Source: an optimization exercise on an open RTL-to-GDS flow (aim: small area, a short achievable clock period and few clock cycles). Production flows keep margins and buffers that such runs may drop. In this exercise RTL edits were held to simulation tests only and were not proved equivalent to the original. No activity file was given, so power comes from the tool's default toggle rates.

`design/flow/run.sh`:
```
#!/bin/bash
# synth_recipe.tcl (not shown) runs the flow's synth.tcl, then flattens the netlist and writes it again
# the make line also repeats each setting of config.mk as NAME=value (left out here)
make -C /OpenROAD-flow-scripts/flow DESIGN_CONFIG=/design/flow/config.mk WORK_HOME=/design/flow/orfs CLKGATE_MAP_FILE= SYNTH_SCRIPT=/design/flow/synth_recipe.tcl finish
```
`design/flow/config.mk`:
```
export PLATFORM = sky130hd
export DESIGN_NAME = keyword_source_lexer
export DESIGN_NICKNAME = keyword_source_lexer
export VERILOG_FILES = /design/flow/design.v
export SDC_FILE = /design/flow/constraint.sdc
export NUM_CORES = 4
export LEC_CHECK = 0
export CAP_MARGIN = 20
export CORE_MARGIN = 2
export CORE_UTILIZATION = 40
export SLEW_MARGIN = 20
```
`design/flow/constraint.sdc`:
```
create_clock -name core_clock -period 8.5 [get_ports {clock}]
set_input_delay 1.7000 -clock core_clock [delete_from_list [all_inputs] [get_ports {clock}]]
set_output_delay 1.7000 -clock core_clock [all_outputs]
set_load 0.01 [all_outputs]
```
`design/flow/design.v`:
```
`default_nettype none
module ksl_front #(
   parameter int MAX_TEXT_LEN = 65536
) (
   input  wire logic         clock,
   input  wire logic         reset,
   input  wire logic         accept,
   input  wire logic [8:0]   req_data,
   input  wire logic         csr_we,
   input  wire logic [16:0]  csr_wdata,
   output logic [1:0]        push_num,
   output logic [45:0]       push_w0,
   output logic [45:0]       push_w1
);
   localparam int TOKEN_TEXT_CAP   = 64;
   localparam int NUM_KW           = 31;
   localparam int LIMIT_RESET      = 1024;
   localparam logic [5:0]  LEN_MAX   = 6'(TOKEN_TEXT_CAP - 1);
   localparam logic [16:0] LIMIT_TOP = 17'd65536;
   localparam logic [5:0] KIND_IDENT   = 6'd31;
   localparam logic [5:0] KIND_NUMBER  = 6'd32;
   localparam logic [5:0] KIND_STRING  = 6'd33;
   localparam logic [5:0] KIND_EQ      = 6'd34;
   localparam logic [5:0] KIND_NE      = 6'd35;
   localparam logic [5:0] KIND_LE      = 6'd36;
   localparam logic [5:0] KIND_GE      = 6'd37;
   localparam logic [5:0] KIND_ASSIGN  = 6'd38;
   localparam logic [5:0] KIND_PLUS    = 6'd39;
   localparam logic [5:0] KIND_MINUS   = 6'd40;
   localparam logic [5:0] KIND_ARROW   = 6'd41;
   localparam logic [5:0] KIND_STAR    = 6'd42;
   localparam logic [5:0] KIND_SLASH   = 6'd43;
   localparam logic [5:0] KIND_PERCENT = 6'd44;
   localparam logic [5:0] KIND_LPAREN  = 6'd45;
   localparam logic [5:0] KIND_RPAREN  = 6'd46;
   localparam logic [5:0] KIND_LBRACE  = 6'd47;
   localparam logic [5:0] KIND_RBRACE  = 6'd48;
   localparam logic [5:0] KIND_COMMA   = 6'd49;
   localparam logic [5:0] KIND_SEMI    = 6'd50;
   localparam logic [5:0] KIND_LT      = 6'd51;
   localparam logic [5:0] KIND_GT      = 6'd52;
   localparam logic [5:0] KIND_COLON   = 6'd53;
   localparam logic [5:0] KIND_LBRACK  = 6'd54;
   localparam logic [5:0] KIND_RBRACK  = 6'd55;
   localparam logic [5:0] KIND_DOT     = 6'd56;
   localparam logic [5:0] KIND_END     = 6'd57;
   localparam logic [5:0] KIND_NONE    = 6'd0;
   localparam logic [2:0] LM_IDLE   = 3'd0;
   localparam logic [2:0] LM_IDENT  = 3'd1;
   localparam logic [2:0] LM_NUMBER = 3'd2;
   localparam logic [2:0] LM_STRING = 3'd3;
   localparam logic [2:0] LM_LINE   = 3'd4;
   localparam logic [2:0] LM_BLOCK  = 3'd5;
   localparam logic [2:0] LM_PEND   = 3'd6;
   localparam logic [NUM_KW*96-1:0] KW_TEXT = {
      96'("ring"), 96'("module"), 96'("generators"), 96'("relations"),
      96'("homomorphism"), 96'("in"), 96'h696e7465676572735f6d6f64, 96'("rationals"),
      96'h66726565_5f6d6f64_756c65, 96'("define"), 96'("as"), 96'("where"),
      96'("case"), 96'("of"), 96'("recursive"), 96'h6669786564_5f706f696e74,
      96'("morphism"), 96'("endomorphism"), 96'("kernel"), 96'("image"),
      96'("compose"), 96'("apply"), 96'("map"), 96'("fold"), 96'("unfold"),
      96'("colimit"), 96'("limit"), 96'("filter"), 96'("lambda"),
      96'("with"), 96'("initial")
   };
   localparam logic [NUM_KW*4-1:0] KW_LEN = {
      4'd4, 4'd6, 4'd10, 4'd9, 4'd12, 4'd2, 4'd12, 4'd9, 4'd11, 4'd6,
      4'd2, 4'd5, 4'd4, 4'd2, 4'd9, 4'd11, 4'd8, 4'd12, 4'd6, 4'd5,
      4'd7, 4'd5, 4'd3, 4'd4, 4'd6, 4'd7, 4'd5, 4'd6, 4'd6, 4'd4, 4'd7
   };
   function automatic logic [3:0] kw_len(input logic [4:0] k);
      kw_len = KW_LEN[(NUM_KW - 1 - k) * 4 +: 4];
   endfunction
   function automatic logic [7:0] kw_byte(input logic [4:0] k, input logic [3:0] i);
      logic [3:0]  r;
      logic [95:0] t;
      r = kw_len(k) - 4'd1 - i;
      t = KW_TEXT[(NUM_KW - 1 - k) * 96 +: 96] >> {r, 3'b000};
      kw_byte = t[7:0];
   endfunction
   function automatic logic [5:0] single_kind(input logic [7:0] c);
      logic [5:0] k;
      case (c)
         "=":     k = KIND_ASSIGN;
         "+":     k = KIND_PLUS;
         "-":     k = KIND_MINUS;
         "*":     k = KIND_STAR;
         "/":     k = KIND_SLASH;
         "%":     k = KIND_PERCENT;
         "(":     k = KIND_LPAREN;
         ")":     k = KIND_RPAREN;
         "{":     k = KIND_LBRACE;
         "}":     k = KIND_RBRACE;
         ",":     k = KIND_COMMA;
         ";":     k = KIND_SEMI;
         "<":     k = KIND_LT;
         ">":     k = KIND_GT;
         ":":     k = KIND_COLON;
         "[":     k = KIND_LBRACK;
         "]":     k = KIND_RBRACK;
         ".":     k = KIND_DOT;
         default: k = KIND_NONE;
      endcase
      single_kind = k;
   endfunction
   localparam int PosW = $clog2(MAX_TEXT_LEN + 1);
   logic [2:0]         mode_ff, mode_in;
   logic [7:0]         pend_ff, pend_in;
   logic               star_ff, star_in;
   logic [15:0]        start_ff, start_in;
   logic [5:0]         len_ff, len_in;
   logic [NUM_KW-1:0]  alive_ff, alive_in;
   logic [PosW-1:0]    pos_ff, pos_in;
   logic [15:0]        cnt_ff, cnt_in;
   logic               ovf_ff, ovf_in;
   logic [16:0]        limit_ff, limit_in;
   logic [16:0]        cap;
   logic [PosW+15:0]   pos_wide;
   logic [15:0]        pos16;
   logic [7:0]         c;
   logic               eot;
   logic               is_space, is_digit, is_alpha, is_word;
   logic [NUM_KW-1:0]  step_match, first_match_kw;
   logic [5:0]         ident_kind;
   logic [5:0]         flush_kind;
   logic [5:0]         flush_len;
   logic               flush_emits;
   logic [5:0]         two_kind;
   logic [5:0]         c_kind;
   assign c        = req_data[8:1];
   assign eot      = req_data[0];
   assign pos_wide = {16'd0, pos_ff};
   assign pos16    = pos_wide[15:0];
   assign is_space = ((c >= 8'd9) && (c <= 8'd13)) || (c == 8'd32);
   assign is_digit = (c >= "0") && (c <= "9");
   assign is_alpha = ((c >= "a") && (c <= "z")) || ((c >= "A") && (c <= "Z"));
   assign is_word  = is_alpha || is_digit || (c == "_");
   assign c_kind   = single_kind(c);
   always_comb begin
      if (limit_ff > LIMIT_TOP) begin
         cap = LIMIT_TOP - 17'd1;
      end else if (limit_ff == 17'd0) begin
         cap = 17'd0;
      end else begin
         cap = limit_ff - 17'd1;
      end
   end
   always_comb begin
      ident_kind = KIND_IDENT;
      for (int k = 0; k < NUM_KW; k++) begin
         step_match[k]     = (len_ff < {2'b00, kw_len(5'(k))}) && (kw_byte(5'(k), len_ff[3:0]) == c);
         first_match_kw[k] = (kw_byte(5'(k), 4'd0) == c);
         if (alive_ff[k] && (len_ff == {2'b00, kw_len(5'(k))})) begin
            ident_kind = 6'(k);
         end
      end
   end
   always_comb begin
      flush_emits = 1'b1;
      flush_len   = len_ff;
      case (mode_ff)
         LM_IDENT:  flush_kind = ident_kind;
         LM_NUMBER: flush_kind = KIND_NUMBER;
         LM_STRING: flush_kind = KIND_STRING;
         LM_PEND: begin
            flush_kind  = single_kind(pend_ff);
            flush_len   = 6'd1;
            flush_emits = (pend_ff != "!");
         end
         default: begin
            flush_kind  = KIND_NONE;
            flush_emits = 1'b0;
         end
      endcase
   end
   always_comb begin
      two_kind = KIND_NONE;
      if (c == "=") begin
         case (pend_ff)
            "=":     two_kind = KIND_EQ;
            "!":     two_kind = KIND_NE;
            "<":     two_kind = KIND_LE;
            ">":     two_kind = KIND_GE;
            default: two_kind = KIND_NONE;
         endcase
      end else if ((c == ">") && (pend_ff == "-")) begin
         two_kind = KIND_ARROW;
      end
   end
   logic [16:0]  cnt;
   logic         ovf;
   logic         e0_v, e1_v, do_flush, do_start;
   logic [5:0]   e0_kind, e1_kind;
   logic [15:0]  e0_index, e1_index;
   logic [15:0]  e0_start, e1_start;
   logic [5:0]   e0_len, e1_len;
   logic         e1_ovf;
   always_comb begin
      mode_in  = mode_ff;
      pend_in  = pend_ff;
      star_in  = star_ff;
      start_in = start_ff;
      len_in   = len_ff;
      alive_in = alive_ff;
      pos_in   = pos_ff;
      limit_in = csr_we ? csr_wdata : limit_ff;
      cnt      = {1'b0, cnt_ff};
      ovf      = ovf_ff;
      e0_v     = 1'b0;
      e1_v     = 1'b0;
      do_flush = 1'b0;
      do_start = 1'b0;
      e0_kind  = '0;
      e0_index = '0;
      e0_start = '0;
      e0_len   = '0;
      e1_kind  = '0;
      e1_index = '0;
      e1_start = '0;
      e1_len   = '0;
      e1_ovf   = 1'b0;
      if (accept) begin
         if (eot) begin
            if (!ovf && (cnt < cap) && flush_emits) begin
               e0_v     = 1'b1;
               e0_kind  = flush_kind;
               e0_index = cnt[15:0];
               e0_start = start_ff;
               e0_len   = flush_len;
               cnt      = cnt + 17'd1;
               ovf      = (cnt >= cap);
            end
            e1_v     = 1'b1;
            e1_kind  = KIND_END;
            e1_index = cnt[15:0];
            e1_start = pos16;
            e1_ovf   = ovf || (cnt >= cap);
            mode_in  = LM_IDLE;
            pend_in  = '0;
            star_in  = 1'b0;
            start_in = '0;
            len_in   = '0;
            alive_in = '1;
            pos_in   = '0;
            cnt      = '0;
            ovf      = 1'b0;
         end else if (ovf || (cnt >= cap)) begin
            ovf = 1'b1;
         end else if (pos_ff < PosW'(MAX_TEXT_LEN)) begin
            pos_in = pos_ff + PosW'(1);
            case (mode_ff)
               LM_IDENT: begin
                  if (is_word) begin
                     if (len_ff < LEN_MAX) begin
                        alive_in = alive_ff & step_match;
                        len_in   = len_ff + 6'd1;
                     end
                  end else begin
                     do_flush = 1'b1;
                     do_start = 1'b1;
                  end
               end
               LM_NUMBER: begin
                  if (is_digit) begin
                     if (len_ff < LEN_MAX) len_in = len_ff + 6'd1;
                  end else begin
                     do_flush = 1'b1;
                     do_start = 1'b1;
                  end
               end
               LM_STRING: begin
                  if (c == "\"") begin
                     do_flush = 1'b1;
                  end else if (len_ff < LEN_MAX) begin
                     len_in = len_ff + 6'd1;
                  end
               end
               LM_LINE: begin
                  if (c == 8'd10) mode_in = LM_IDLE;
               end
               LM_BLOCK: begin
                  if (star_ff && (c == "/")) begin
                     mode_in = LM_IDLE;
                  end else begin
                     star_in = (c == "*");
                  end
               end
               LM_PEND: begin
                  if ((pend_ff == "/") && (c == "/")) begin
                     mode_in = LM_LINE;
                  end else if ((pend_ff == "/") && (c == "*")) begin
                     mode_in = LM_BLOCK;
                     star_in = 1'b0;
                  end else if (two_kind != KIND_NONE) begin
                     mode_in  = LM_IDLE;
                     e0_v     = 1'b1;
                     e0_kind  = two_kind;
                     e0_index = cnt[15:0];
                     e0_start = start_ff;
                     e0_len   = 6'd2;
                     cnt      = cnt + 17'd1;
                     ovf      = (cnt >= cap);
                  end else begin
                     do_flush = 1'b1;
                     do_start = 1'b1;
                  end
               end
               default: begin
                  mode_in  = LM_IDLE;
                  do_start = 1'b1;
               end
            endcase
            if (do_flush) begin
               mode_in = LM_IDLE;
               if (flush_emits) begin
                  if (cnt >= cap) begin
                     ovf = 1'b1;
                  end else begin
                     e0_v     = 1'b1;
                     e0_kind  = flush_kind;
                     e0_index = cnt[15:0];
                     e0_start = start_ff;
                     e0_len   = flush_len;
                     cnt      = cnt + 17'd1;
                     ovf      = (cnt >= cap);
                  end
               end
            end
            if (do_start && !ovf) begin
               if (is_space) begin
                  mode_in = mode_in;
               end else if (is_alpha || (c == "_")) begin
                  mode_in  = LM_IDENT;
                  start_in = pos16;
                  len_in   = 6'd1;
                  alive_in = first_match_kw;
               end else if (is_digit) begin
                  mode_in  = LM_NUMBER;
                  start_in = pos16;
                  len_in   = 6'd1;
               end else if (c == "\"") begin
                  mode_in  = LM_STRING;
                  start_in = pos16 + 16'd1;
                  len_in   = 6'd0;
               end else if ((c == "/") || (c == "=") || (c == "!") || (c == "<") || (c == ">") ||
                            (c == "-")) begin
                  mode_in  = LM_PEND;
                  pend_in  = c;
                  start_in = pos16;
               end else if (c_kind != KIND_NONE) begin
                  if (cnt >= cap) begin
                     ovf = 1'b1;
                  end else begin
                     e1_v     = 1'b1;
                     e1_kind  = c_kind;
                     e1_index = cnt[15:0];
                     e1_start = pos16;
                     e1_len   = 6'd1;
                     cnt      = cnt + 17'd1;
                     ovf      = (cnt >= cap);
                  end
               end
            end
         end
      end
      cnt_in = cnt[15:0];
      ovf_in = ovf;
      push_num = {1'b0, e0_v} + {1'b0, e1_v};
      push_w1  = {e1_kind, e1_index, e1_start, e1_len, e1_ovf, 1'b1};
      if (e0_v) begin
         push_w0 = {e0_kind, e0_index, e0_start, e0_len, 1'b0, !e1_v};
      end else begin
         push_w0 = {e1_kind, e1_index, e1_start, e1_len, e1_ovf, 1'b1};
      end
   end
   always_ff @(posedge clock) begin
      if (reset) begin
         mode_ff  <= LM_IDLE;
         pend_ff  <= '0;
         star_ff  <= 1'b0;
         start_ff <= '0;
         len_ff   <= '0;
         alive_ff <= '1;
         pos_ff   <= '0;
         cnt_ff   <= '0;
         ovf_ff   <= 1'b0;
         limit_ff <= 17'(LIMIT_RESET);
      end else begin
         mode_ff  <= mode_in;
         pend_ff  <= pend_in;
         star_ff  <= star_in;
         start_ff <= start_in;
         len_ff   <= len_in;
         alive_ff <= alive_in;
         pos_ff   <= pos_in;
         cnt_ff   <= cnt_in;
         ovf_ff   <= ovf_in;
         limit_ff <= limit_in;
      end
   end
endmodule
`default_nettype wire
`default_nettype none
module ksl_tokq (
   input  wire logic          clock,
   input  wire logic          reset,
   input  wire logic [1:0]    push_num,
   input  wire logic [45:0]   push_w0,
   input  wire logic [45:0]   push_w1,
   output logic              full,
   output logic              rsp_valid,
   input  wire logic          rsp_stall,
   output logic [45:0]       rsp_data
);
   localparam int TQ_DEPTH = 4;
   localparam int TQ_AW    = $clog2(TQ_DEPTH);
   localparam int RSP_W    = 46;
   logic [TQ_DEPTH*RSP_W-1:0]  q_ff, q_in;
   logic [TQ_AW-1:0]  wr_ff, wr_in, rd_ff, rd_in;
   logic [TQ_AW:0]    cnt_ff, cnt_in;
   logic              pop;
   logic [TQ_AW-1:0]  wr_next;
   assign rsp_valid = (cnt_ff != '0);
   assign rsp_data  = q_ff[rd_ff * RSP_W +: RSP_W];
   assign pop       = rsp_valid && !rsp_stall;
   assign full      = (cnt_ff > (TQ_AW+1)'(TQ_DEPTH - 2));
   assign wr_next   = wr_ff + TQ_AW'(1);
   always_comb begin
      for (int i = 0; i < TQ_DEPTH; i++) begin
         if ((push_num != 2'd0) && (wr_ff == TQ_AW'(i))) begin
            q_in[i * RSP_W +: RSP_W] = push_w0;
         end else if ((push_num == 2'd2) && (wr_next == TQ_AW'(i))) begin
            q_in[i * RSP_W +: RSP_W] = push_w1;
         end else begin
            q_in[i * RSP_W +: RSP_W] = q_ff[i * RSP_W +: RSP_W];
         end
      end
      wr_in  = wr_ff + TQ_AW'(push_num);
      rd_in  = rd_ff + TQ_AW'(pop);
      cnt_in = cnt_ff + (TQ_AW+1)'(push_num) - (TQ_AW+1)'(pop);
   end
   always_ff @(posedge clock) begin
      q_ff <= q_in;
      if (reset) begin
         wr_ff  <= '0;
         rd_ff  <= '0;
         cnt_ff <= '0;
      end else begin
         wr_ff  <= wr_in;
         rd_ff  <= rd_in;
         cnt_ff <= cnt_in;
      end
   end
endmodule
`default_nettype wire
`default_nettype none
module keyword_source_lexer #(
   parameter int MAX_TEXT_LEN = 65536
) (
   input  wire logic         clock,
   input  wire logic         reset,
   input  wire logic         req_valid,
   output logic             req_stall,
   input  wire logic [8:0]   req_data,
   output logic             rsp_valid,
   input  wire logic         rsp_stall,
   output logic [45:0]      rsp_data,
   input  wire logic         csr_we,
   input  wire logic [16:0]  csr_wdata
);
   logic [1:0]   push_num;
   logic [45:0]  push_w0;
   logic [45:0]  push_w1;
   logic         full;
   logic         accept;
   assign req_stall = full;
   assign accept    = req_valid && !full;
   ksl_front #(
      .MAX_TEXT_LEN (MAX_TEXT_LEN)
   ) u_front (
      .clock     (clock),
      .reset     (reset),
      .accept    (accept),
      .req_data  (req_data),
      .csr_we    (csr_we),
      .csr_wdata (csr_wdata),
      .push_num  (push_num),
      .push_w0   (push_w0),
      .push_w1   (push_w1)
   );
   ksl_tokq u_tokq (
      .clock     (clock),
      .reset     (reset),
      .push_num  (push_num),
      .push_w0   (push_w0),
      .push_w1   (push_w1),
      .full      (full),
      .rsp_valid (rsp_valid),
      .rsp_stall (rsp_stall),
      .rsp_data  (rsp_data)
   );
endmodule
`default_nettype wire
```
==> impl_metrics.ini <==
[timing]
setup_viol_count_final = 0
clock-skew-final_ns = 0.0199
finalHoldViolations = 0
final.period_utilization_pct = 95.0
worst_slew_pin_slew_ns = 1.11
fin_setup_tns_ns = 0
max_clock_freq_mhz = 124
unrepaired_setup_endpoints_after_global_routing = false
slew_limit_headroom_pct = 25.7
tmin_final_ns = 8.07
final-max-slew-violation-count = 0

[synth]
synth_xor_xnor_area_share_pct = 7.32
simple_gate_area_share_of_the_yosys_netlist_pct = 20.9
synth_edf_count = 184
syn_area_um2 = 25900
synth_ff_type = sky130_fd_sc_hd__edfxtp_1
yosys-mux-area-fraction_pct = 8.06
synthesis.yosys.warnings = 2
synth_instances = 3084
complex_gate_fraction_of_the_synthesized_area_pct = 20.4
syn_avg_cell_area_um2 = 8.39
flop_and_latch_count_out_of_synthesis = 307
synth_top_family_by_area = simple AND/OR/NAND/NOR gates
ys_async_sr_fraction_pct = 0
synth_fa_ha_area_share_pct = 7.90
netlist-cell-type-count = 103
synth_sequential_area_ratio_pct = 30.9

[finish]
num_antenna_cells = 0
area_delta_synth_final_pct = 20.6
design.final.nets = 3504
layout-drive-gt1-share_pct = 17.6
layoutNonFillerInstCount = 4195

[setup_path]
cp_max_fo = 30
cp-end-kind = register
worst_r2r_path_depth = 39
r2r-start = u_front.limit_ff[0]
r2r_end = u_tokq.cnt_ff[2]
ff2ff_setup_slack_ns = 0.64
critical_path_required_ns = 8.91
critical_path.endpoint = u_tokq.cnt_ff[2]
critical_path.startpoint = req_data[2]
timing.critical_path.slowest_stage_cell = sky130_fd_sc_hd__o41ai_4
cp_startpoint_kind = primary input
cpPeakStageDelay_ns = 0.42
worst_ep_arrival_time_ns = 8.48
crit_type = in2reg

[clock_tree]
clock_path_buffers = 3
clock_tree_from_tritoncts = done
tritoncts_buffers = 37
cts.clk_slew.worst_paths_ns = 0.05
cts_root_buf = sky130_fd_sc_hd__clkbuf_16
cts_sinks = 307
worstSkewPairLatency_ns = 0.57
htreeDepth = 2

[die]
ioPinCount = 79
starting_utilization_of_the_core_area_pct = 40.3
die_height_um = 258
core-area_um2 = 64200
die_area_um2 = 66700
rows = 93
die_width_um = 258

[hold_path]
min_path_cells = 2
timing.hold.worst.class = reg2reg

[power_and_ir_drop]
fin_total_pwr_w = 0.00468
max-vdd-ir-drop_uv = 121
power_density_nw_per_um2 = 150
p_leak_nw = 12.1

[global_route]
grt_first_pass_wirelength_um = 150000
grt_antenna_before_repair = 0
globalRouteTotalUtil_pct = 29.1
first_global_vias = 24274
overflow = 0
grt_start_max_net_pins = 63

[drt]
wl_met3_um = 8600
top_layer_used = met4
wl_met2_um = 42800
count_of_unresolved_drc_violations_after_routing = 0
dr.first_iter.drc_count = 2574
route.detailed.vias_per_inst = 6.15
dr.pass1.iters = 6
drt.antenna.violating_nets = 0
dr_total_vias = 25813
routed_wl_um = 99600
avgRoutedWirePerCell_um = 23.8
wl_met1_um = 45100

[status]
status = finished clean

[placed_design]
place_inst = 4113
io_buffer_count = 78
dpl.hpwl_um = 73700
gp_routability_congestion = 0.988

[job]
maxCapViolCount = 0
## sequential cells by signal, summed over array words and instances (netlist names)
name,cells
u_tokq.wr_ff,2
u_front.alive_ff,31
u_front.pos_ff,17
u_tokq.cnt_ff,3
u_tokq.q_ff,184
u_front.limit_ff,17
u_front.ovf_ff,1
u_tokq.rd_ff,2
u_front.len_ff,6
u_front.mode_ff,3
u_front.pend_ff,8
u_front.star_ff,1
u_front.cnt_ff,16
u_front.start_ff,16
## repair_timing
item	in CTS	in global routing
gates cloned	0	0
endpoints found under the setup margin	90	367
setup buffers	1	13
resized for setup	2	40
hold buffers	0	0
pin swaps	2	20
## how the worst min path moves through the flow
stage | from | end | slack, ns
2_1_floorplan | u_front.alive_ff[29] | u_front.alive_ff[29] | 0.42
3_3_place_gp | u_front.alive_ff[26] | u_front.alive_ff[26] | 0.45
3_5_place_dp | u_front.alive_ff[26] | u_front.alive_ff[26] | 0.46
4_1_cts | u_front.alive_ff[5] | u_front.alive_ff[5] | 0.47
5_1_grt | u_front.alive_ff[26] | u_front.alive_ff[26] | 0.48
6_report | u_front.alive_ff[27] | u_front.alive_ff[27] | 0.46
## cell usage after synthesis (all sizes together) (10+ instances only)
cell type,instances,area [µm²]
nand2,379,1430
a21boi,13,97.6
edfxtp,184,5530
or2,21,131
nor4,33,234
o211ai,18,154
clkbuf,155,582
nand4,58,363
xor2,51,447
and3,34,213
mux2i,70,701
inv,69,259
a211oi,11,82.6
or3,22,143
nor2,283,1080
mux4,46,1040
nand3,72,365
a32oi,13,114
nand2b,26,163
buf,69,317
o21ai,259,1300
mux2,31,349
a41oi,10,95.1
o21a,18,135
a2111oi,11,97.6
a21o,32,240
ha,161,2010
a22oi,25,198
a21oi,210,1050
nor3,84,430
o21bai,10,75.1
o31ai,21,158
nor2b,27,169
o22ai,24,150
a31oi,40,250
a22o,20,175
xnor2,161,1450
dfxtp,123,2460
o32ai,18,165
or4,11,82.6
and2,23,144
## layer usage
layer | up-vias | GRT usage [%]
met3 | 187 | 4.63
met1 | 12545 | 42.6
met5 | - | 0
met4 | 0 | 9.17
li1 | 11856 | -
met2 | 1225 | 43.7
## worst max-delay path, delay by kind of cell
kind                     cells  cell delay [ns]
AND/OR/NAND/NOR              9             1.61
buffers and inverters        8             1.06
AO/OA/AOI/OAI                9             1.73
adder cells (fa/ha/maj)      6             1.58
XOR/XNOR                     3             0.46
multiplexers                 1             0.33
## cell type report
type,instances,area (µm²)
clock buffer,55,1050
clock inverter,13,195
fill,6121,33000
inverter,74,283
multi-input combinational,2484,17100
sequential,307,7990
tap,855,1070
timing repair buffer,407,3490
## cell usage in the layout, fill, tap and decap left out, drive strengths merged, types with 40 or more instances in the layout
master and count:
a31oi 40, edfxtp 184, dfxtp 123, buf 334, nand3 72, nor2 283, o21ai 259, xnor2 161
nor3 84, mux2i 70, xor2 51, ha 161, clkdlybuf4s50 69, nand4 58, nand2 379, a21oi 210
inv 71, mux4 46, clkbuf 55
## where the power goes
group          total, W  leakage, nW  internal [W]  switching [W]
registers       0.00176         2.70       0.00165       0.000106
clock network   0.00165        0.605      0.000989       0.000659
logic           0.00127         8.79      0.000585       0.000684
total           0.00468         12.1       0.00323        0.00145
## through the flow
step	utilization, %	hold slack (ns)	setup slack [ns]	cell area, µm²
finish	48.6	0.464	0.428	31200
global route	48.6	0.481	0.0975	31200
CTS	48.2	0.469	0.0224	30900
global placement	46.2	0.448	-0.688	29700
detailed placement	46.2	0.459	-0.758	29700
floorplan	-	0.423	-0.705	26200
## kinds of logic after synthesis
| family | count (synthesis) |
|---|---|
| compound gates | 831 |
| fa+ha+maj | 163 |
| other cells | 1 |
| mux | 147 |
| flops | 307 |
| buf+inv | 298 |
| simple gates | 1125 |
| xor+xnor | 212 |
Testbench counts, summed over its fixed seeds: cycles 145,386.

## port drivers added, routing unchanged
Ports are ideal in the flow. The routed layout listed here was re-timed in OpenROAD. Step 1 (the two cells are an assumption about what drives the block):
set clk [get_ports {clock}]
set_driving_cell -lib_cell sky130_fd_sc_hd__clkbuf_16 $clk
set_driving_cell -lib_cell sky130_fd_sc_hd__buf_2 [delete_from_list [all_inputs] $clk]
Step 2 times the ports against the registers' clock, not the clock port: input delays grow and output delays shrink by t, the midpoint of the rising clock arrivals with the driver on. Slacks: ideal / step 1 / step 2; pairs: ideal / step 1.
shift t [ns]: 0.622
slack for setup (ns): 0.428 / 0.460 / -0.162
latest minus earliest clock arrival (ns): 0.020 / 0.020
slew at the worst register clock pin (ns): 0.06 / 0.06
worst slew at a driven data input, ns: 0.04
Met with ideal ports but missed after step 2: setup timing in this run. The setup slack of this run moves by +0.032 ns with the drivers and by -0.590 ns with both steps.
